This is an optimization exercise on Yosys and OpenROAD, whose aim is small area and a short achievable clock period, not a production implementation. RTL that was checked went through simulation tests only; none was proved equivalent to the original. No activity file was given, so power comes from the tool's default toggle rates.

## spm_top
module spm_top #(
    parameter int SAMPLE_WIDTH = spm_pkg::SAMPLE_WIDTH_DEFAULT,
    parameter int FIFO_DEPTH   = spm_pkg::FIFO_DEPTH_DEFAULT
) (
    input  logic                               clk,
    input  logic                               reset,
    input  logic                               enable,
    input  logic                               start,
    input  logic [spm_pkg::INTERVAL_WIDTH-1:0] interval,
    input  logic signed [SAMPLE_WIDTH-1:0]     data_in,
    input  logic                               data_in_valid,
    output logic                               data_in_ready,
    output logic signed [SAMPLE_WIDTH-1:0]     min_out,
    output logic signed [SAMPLE_WIDTH-1:0]     max_out,
    output logic                               min_out_valid,
    output logic                               max_out_valid,
    input  logic                               min_out_ready,
    input  logic                               max_out_ready,
    output logic [spm_pkg::TIMER_WIDTH-1:0]    timer,
    output logic                               busy,
    output logic                               done
);
Size: roughly 1900 cells after synthesis, roughly 640 flip-flops, ~120 I/O pins, ~27000 sq um of cells after synthesis.
export LEC_CHECK = 0
export CAP_MARGIN = 20
export CORE_MARGIN = 2
export CORE_UTILIZATION = 60
export CTS_BUF_LIST = sky130_fd_sc_hd__clkbuf_4 sky130_fd_sc_hd__clkbuf_8
export CTS_CLUSTER_SIZE = 30
export SETUP_SLACK_MARGIN = 2.3
export SLEW_MARGIN = 20
create_clock -name core_clock -period 4.5 [get_ports {clk}]
standard.sh (not shown) runs the stock make flow with config.mk's settings and CLKGATE_MAP_FILE= SYNTH_SCRIPT=/design/flow/synth_recipe.tcl, a recipe that flattens the netlist after the stock synthesis.
==> flow/flow/run.sh <==
#!/bin/bash
# Standard layout, with two changes: the clock tree is built without dummy
# loads, and the port buffers are the smallest plain buffer (timing repair
# sizes them up where a path needs it).
set -euo pipefail
export CTS_ARGS="-sink_clustering_enable -repair_clock_nets -sink_clustering_size 16 -sink_clustering_max_diameter 60 -buf_list {sky130_fd_sc_hd__clkbuf_8 sky130_fd_sc_hd__clkbuf_16} -sink_clustering_buffer sky130_fd_sc_hd__clkbuf_8 -root_buf sky130_fd_sc_hd__clkbuf_16 -dont_use_dummy_load"
export BUFFER_PORTS_ARGS="-buffer_cell sky130_fd_sc_hd__buf_1"
bash standard.sh synth > synth.log 2>&1
bash standard.sh finish > layout.log 2>&1
The baseline went through all stages and came out clean.
Edit:
SETUP_SLACK_MARGIN = 2.0   (was 2.3)
Area after synthesis is unchanged.
Utilization is lower by 4.3 points.
Critical path depth falls by 4.
Cell area shrinks by 5.8%.
No functional check of the RTL was part of any run of this note.

* * *

## build 77
Another version of the RTL of spm_top (not shown whole).
Size in the first run: roughly 1700 cells after synthesis, roughly 640 flip-flops.
Settings: LEC_CHECK=0, CAP_MARGIN=20, CORE_MARGIN=2, CORE_UTILIZATION=55, SETUP_SLACK_MARGIN=2.15, SLEW_MARGIN=20; clock period 4.5 ns.
Scripts as last shown in full above: flow/flow/run.sh
Setup changes, build 77 to build 94
diff --git a/flow/config.mk b/flow/config.mk
--- a/flow/config.mk
+++ b/flow/config.mk
@@ -9,4 +9,5 @@
 export CORE_MARGIN = 2
-export CORE_UTILIZATION = 55
-export SETUP_SLACK_MARGIN = 2.15
+export CORE_UTILIZATION = 60
+export SETUP_SLACK_MARGIN = 1.9
 export SLEW_MARGIN = 20
+export TNS_END_PERCENT = 50
Notes after the runs:
Internal power consumption | build 94 below build 77
Diff build 77 -> build 94 | number of well taps | decrease of 22
The total power consumption of the routed design in build 94 is 0.942 times that in build 77.
Build 94 vs build 77, maximum frequency went down by about 1.8%.
Compared with build 77, in build 94 antenna diode instance count +1, final hold slack increased 0.0071 ns, overall routing resource usage went up by 0.92 points.
> inputs changed (build 94 -> build 66)
diff --git a/flow/config.mk b/flow/config.mk
--- a/flow/config.mk
+++ b/flow/config.mk
@@ -9,5 +9,5 @@
 export CORE_MARGIN = 2
-export CORE_UTILIZATION = 60
-export SETUP_SLACK_MARGIN = 1.9
+export CORE_UTILIZATION = 70
+export SETUP_SLACK_MARGIN = 2.0
 export SLEW_MARGIN = 20
-export TNS_END_PERCENT = 50
+export TNS_END_PERCENT = 20
==> comparison <==
Going from build 94 to build 66, post-layout instance count excluding filler cells shrank by a few percent. Internal power component: lower on build 94. Build 66 against build 94: number of nets in the synthesized netlist flat; final wirelength saw a decrease. The launch point of the worst path comes out data_in[4] in one run and occ_mn[1] in the other, namely in build 66 and build 94 respectively.
Inputs modified between build 66 and build 1:
diff --git a/flow/config.mk b/flow/config.mk
--- a/flow/config.mk
+++ b/flow/config.mk
@@ -9,5 +9,6 @@
 export CORE_MARGIN = 2
-export CORE_UTILIZATION = 70
+export CORE_UTILIZATION = 60
+export CTS_BUF_LIST = sky130_fd_sc_hd__clkbuf_4 sky130_fd_sc_hd__clkbuf_8
+export CTS_CLUSTER_SIZE = 30
 export SETUP_SLACK_MARGIN = 2.0
 export SLEW_MARGIN = 20
-export TNS_END_PERCENT = 20
### Flow results
Build 1 completed end to end with timing, DRC and antenna clean. Build 66 ended with every stage complete and zero timing, DRC or antenna violations. Build 1 vs build 66 — number of signal-net buffers in the layout climbed slightly. Instance count after placement with tap cells included, build 66 and build 1: smaller value in build 66. [compare] base=build 66 new=build 1: clock power share grew by 0.3 points, final cell count without fillers went up by 119, standard cell area after detailed placement grew by 130 um^2, minimum clock period after layout fell by 0.12 ns, port buffer count comparable.
Input changes introduced in build 58 (baseline for comparison: build 1):
diff --git a/flow/config.mk b/flow/config.mk
--- a/flow/config.mk
+++ b/flow/config.mk
@@ -10,4 +10,3 @@
 export CORE_UTILIZATION = 60
-export CTS_BUF_LIST = sky130_fd_sc_hd__clkbuf_4 sky130_fd_sc_hd__clkbuf_8
-export CTS_CLUSTER_SIZE = 30
+export PLACE_DENSITY = 0.75
 export SETUP_SLACK_MARGIN = 2.0
==> run notes <==
- Build 58 did not stop at any stage, and its layout met the timing, DRC and antenna checks.
- What build 58 reported for number of buffers outside the clock class in the layout has to be multiplied by 0.880 to get the figure for build 1.
- Between build 1 and build 58, via count is lower for build 1, build 58 comes in above that.
- Between build 1 and build 58, the flow reports clock-buffer cell count increasing by a few percent.
- Relative to build 1, design area has gone up in build 58.
- The share of cell area taken by multi-input logic gates number comes out higher for build 1 vs build 58.

-- static timing again, ports no longer ideal --
The results above use ideal ports. As a check the final layouts listed here were re-extracted and re-timed, cells and wires unchanged.
Step 1, drivers: a clkbuf_16 drives clk and a buf_2 each remaining input, both assumed.
Step 2 times the ports against the registers' clock, not the clock port: input delays grow and output delays shrink by t, the midpoint of the rising clock arrivals with the driver on.
a / b / c = ideal / step 1 / step 2; a / b = the first two.
| run | shift t [ns] | setup slack, ns | worst data-port slew with drivers (ns) |
|---|---|---|---|
| the first run of note 1 | 0.627 | 1.964 / 1.974 / 1.346 | 0.09 |
| the second run of note 1 | 0.623 | 1.965 / 1.965 / 1.400 | 0.09 |
| build 77 | 0.615 | 1.909 / 1.919 / 1.304 | 0.09 |
| build 94 | 0.619 | 1.862 / 1.862 / 1.327 | 0.07 |
| build 66 | 0.605 | 1.892 / 1.926 / 1.321 | 0.09 |
| build 1 | 0.613 | 2.007 / 2.035 / 1.424 | 0.11 |
| build 58 | 0.612 | 1.896 / 1.889 / 1.277 | 0.11 |
After both steps every run listed still meets setup and hold. The setup slack of build 58, which loses most, moves by -0.007 ns with the drivers and by -0.619 ns with both steps.
